Context: an optimization exercise on an open-source flow, tuned for small area, a short achievable clock period and few clock cycles per item. The choices shown serve that exercise and are no tape-out recipe.
Function was checked by simulation only, so behaviour that the tests miss may differ from the original.

## run 1
==> flow/design.v (excerpt) <==
module terrain_elevation_color_ramp_top (
    input  logic        aclk,
    input  logic        aresetn,
    input  logic        s_tvalid,
    output logic        s_tready,
    input  logic [31:0] s_tdata,
    output logic        m_tvalid,
    input  logic        m_tready,
    output logic [23:0] m_tdata,
    input  logic        psel,
    input  logic        penable,
    input  logic        pwrite,
    input  logic [2:0]  paddr,
    input  logic [31:0] pwdata,
    output logic [31:0] prdata,
    output logic        pready
);
    localparam int NDS = 8;           
    logic [15:0] snow_reg, str_reg;
    assign pready = 1'b1;
    always_ff @(posedge aclk) begin
        if (!aresetn) begin
            snow_reg <= tecr_pkg::SNOW_LINE_RST;
            str_reg  <= tecr_pkg::STRENGTH_RST;
        end else if (psel && penable && pwrite) begin
            if (paddr[2]) str_reg  <= pwdata[15:0];
  ...
==> flow/config.mk <==
export PLATFORM = sky130hd
export DESIGN_NAME = terrain_elevation_color_ramp_top
export DESIGN_NICKNAME = terrain_elevation_color_ramp_top
export VERILOG_FILES = /design/flow/design.v
export SDC_FILE = /design/flow/constraint.sdc
export NUM_CORES = 4
export LEC_CHECK = 0
export ABC_AREA = 1
export CAP_MARGIN = 10
export CORE_MARGIN = 2
export CORE_UTILIZATION = 55
export PLACE_DENSITY = 0.7
export SLEW_MARGIN = 10
==> flow/constraint.sdc <==
create_clock -name core_clock -period 13.5 [get_ports {aclk}]
set_input_delay 2.7000 -clock core_clock [delete_from_list [all_inputs] [get_ports {aclk}]]
set_output_delay 2.7000 -clock core_clock [all_outputs]
set_load 0.01 [all_outputs]
standard.sh (not shown) runs the stock make flow with config.mk's settings and CLKGATE_MAP_FILE= SYNTH_SCRIPT=/design/flow/synth_recipe.tcl, a recipe that flattens the netlist after the stock synthesis.
==> flow/flow/run.sh <==
#!/bin/bash
# The standard layout, with timing repair aimed at a 6.0 ns period instead
# of the 13.5 ns clock (the constraints themselves are unchanged), and port
# buffers that can drive their loads
set -euo pipefail
bash standard.sh SETUP_SLACK_MARGIN=7.5 \
    "BUFFER_PORTS_ARGS=-buffer_cell sky130_fd_sc_hd__buf_4" \
    finish > flow_make.log 2>&1
Run 1 went all the way through synthesis, placement and routing and the layout is clean on timing, DRC and antenna.
Testbench counts of run 1, summed over its fixed seeds: cycles 16,488, items 16,384.
Modified inputs, run 2 compared to run 1
# run 1
export LEC_CHECK = 0
export ABC_AREA = 1
export CAP_MARGIN = 10
export CORE_MARGIN = 2
export CORE_UTILIZATION = 55
export PLACE_DENSITY = 0.7
export SLEW_MARGIN = 10
create_clock -name core_clock -period 13.5 [get_ports {aclk}]
# run 2
export LEC_CHECK = 0
export ABC_AREA = 1
export CAP_MARGIN = 20
export CORE_MARGIN = 2
export CORE_UTILIZATION = 55
export SLEW_MARGIN = 20
create_clock -name core_clock -period 13.5 [get_ports {aclk}]
## What came out
Across run 2 and run 1, the outcome is the same: a clean finish for every run. Looking at share of final-layout standard cells stronger than drive strength 1, run 2 sits 0.42 points higher than run 1 does. Diff run 1..run 2 | non-clock buffer count | negligible. When run 2 is set beside run 1, its clock skew turns out to be 0.010 ns smaller. Run 2 gives more depth of the critical timing path with buffers and inverters included than run 1 did. Horizontal die dimension came out exactly the same in run 2 and run 1. Clock period minus worst slack sits lower in run 2 than in run 1. Between run 2 and run 1, it is run 2 whose worst slack at placement is higher, by 0.12 ns. Run 2 vs run 1 — global routing usage summed across all routing layers rose 1.1 points.
Edits applied to the flow inputs when going from run 2 to run 3:
# run 2
export LEC_CHECK = 0
export ABC_AREA = 1
export CAP_MARGIN = 20
export CORE_MARGIN = 2
export CORE_UTILIZATION = 55
export SLEW_MARGIN = 20
create_clock -name core_clock -period 13.5 [get_ports {aclk}]
# run 3
export LEC_CHECK = 0
export ABC_AREA = 1
export CAP_MARGIN = 20
export CORE_MARGIN = 2
export CORE_UTILIZATION = 40
export CTS_BUF_LIST = sky130_fd_sc_hd__clkbuf_8
export CTS_CLUSTER_DIAMETER = 100
export CTS_CLUSTER_SIZE = 12
export SLEW_MARGIN = 20
create_clock -name core_clock -period 13.5 [get_ports {aclk}]
--- a/flow/flow/run.sh
+++ b/flow/flow/run.sh
@@ -2 +2 @@
-# The standard layout, with timing repair aimed at a 6.0 ns period instead
+# The standard layout, with timing repair aimed at a 5.9 ns period instead
@@ -6 +6 @@
-bash standard.sh SETUP_SLACK_MARGIN=7.5 \
+bash standard.sh SETUP_SLACK_MARGIN=7.6 \
--- outcome ---
Number of post-CTS setup repair buffers: run 3 < run 2
Relative to run 2, the final critical delay including setup and external delays of run 3 is lower by 0.052 ns.
There was hardly any difference in maximum single-stage delay on the critical path between run 3 and run 2.
Final worst-path cycle share for run 3 is lower than for run 2.
Summary of run 3 over run 2: clock buffer count fell 29.
Going from run 2 to run 3, placed cell area up 890 µm²; pre-CTS worst setup slack increased 0.16 ns; post-synthesis to final-layout area growth essentially unchanged.
Cmp run 3 vs run 2: global-route usage lower in run 3
Between run 3 and run 2, the register fraction of the total cell area figures differ only marginally.
For run 4, these inputs were changed with respect to run 3:
--- a/flow/flow/run.sh
+++ b/flow/flow/run.sh
@@ -2 +2 @@
-# The standard layout, with timing repair aimed at a 5.9 ns period instead
+# The standard layout, with timing repair aimed at a 6.0 ns period instead
@@ -6 +6 @@
-bash standard.sh SETUP_SLACK_MARGIN=7.6 \
+bash standard.sh SETUP_SLACK_MARGIN=7.5 \
==> run summary <==
- Run 4 went all the way through synthesis, placement and routing and the layout is clean on timing, DRC and antenna.
- Measured against each other, run 3 and run 4 differ in data arrival time of the critical path, the lower figure coming from run 3.
- Worst setup slack is higher on run 3
- Against run 3, run 4 comes in 0.14 ns lower on register-to-register slack.
- [compare] base=run 3 new=run 4: total routed wirelength went down by 3.1%, via count of the routed design went down.
- Worst hold slack: run 4 vs run 3 up 0.061 ns
- Summary of run 4 over run 3: area growth from synthesis to final layout down 1.3 points, global-route usage shrank by 0.55 points.
[inputs] run 5 vs run 4
--- a/flow/flow/run.sh
+++ b/flow/flow/run.sh
@@ -2 +2 @@
-# The standard layout, with timing repair aimed at a 6.0 ns period instead
+# The standard layout, with timing repair aimed at a 5.8 ns period instead
@@ -6 +6 @@
-bash standard.sh SETUP_SLACK_MARGIN=7.5 \
+bash standard.sh SETUP_SLACK_MARGIN=7.7 \
## What came out
Re max-slew violation count: no difference whatsoever between run 5 and run 4. Re distinct cell type count of the synthesized netlist: no difference whatsoever between run 5 and run 4. Maximum fanout count along the critical path: run 5 vs run 4 down 27. Delta (run 5 minus run 4): sequential share of layout area has decreased, shortest period the worst path allows lower. Run 4 ended up with met5 as its topmost layer with routed signal wires; run 5 ended up with met4. Lower routed wire length goes to run 4 over run 5. Run 5 went all the way through synthesis, placement and routing and the layout is clean on timing, DRC and antenna. Compared with run 4, in run 5 final area went up about 3%, first-pass GRT wire length increased 1.2%. Re number of well-tap cells placed: no difference whatsoever between run 4 and run 5.

-- separate check: timing with driven ports --
In the flow no input, the clock included, has a driving cell. The finished layouts below were timed again as built, in two steps. Step 1 sets driving cells, clkbuf_16 on the clock port and buf_2 on the other inputs (assumed; they add their load-dependent delay and slew). Step 2 moves the port delays by t, midway between the first and last clock arrival at a register: inputs arrive t later, outputs are due t later. That takes back most of the time a late clock gives input paths. a / b / c = ideal ports / drivers / drivers and shift; a / b = the first two.
run | t, ns | slack for setup (ns) | worst setup path at the end | worst register clock-pin slew, ns | worst data-port slew with drivers (ns)
run 1 | 0.730 | 7.520 / 7.481 / 7.481 | input to output | 0.07 / 0.07 | 0.07
run 2 | 0.744 | 7.549 / 7.496 / 7.496 | input to output | 0.07 / 0.07 | 0.05
run 3 | 0.855 | 7.601 / 7.509 / 7.509 | input to output | 0.11 / 0.11 | 0.14
run 4 | 0.822 | 7.534 / 7.473 / 7.473 | input to output | 0.10 / 0.10 | 0.06
run 5 | 0.803 | 7.545 / 7.284 / 7.284 | input to output | 0.11 / 0.11 | 0.31
After both steps every run listed still meets setup and hold. The setup slack of run 5, which loses most, moves by -0.261 ns with the drivers and by -0.261 ns with both steps.
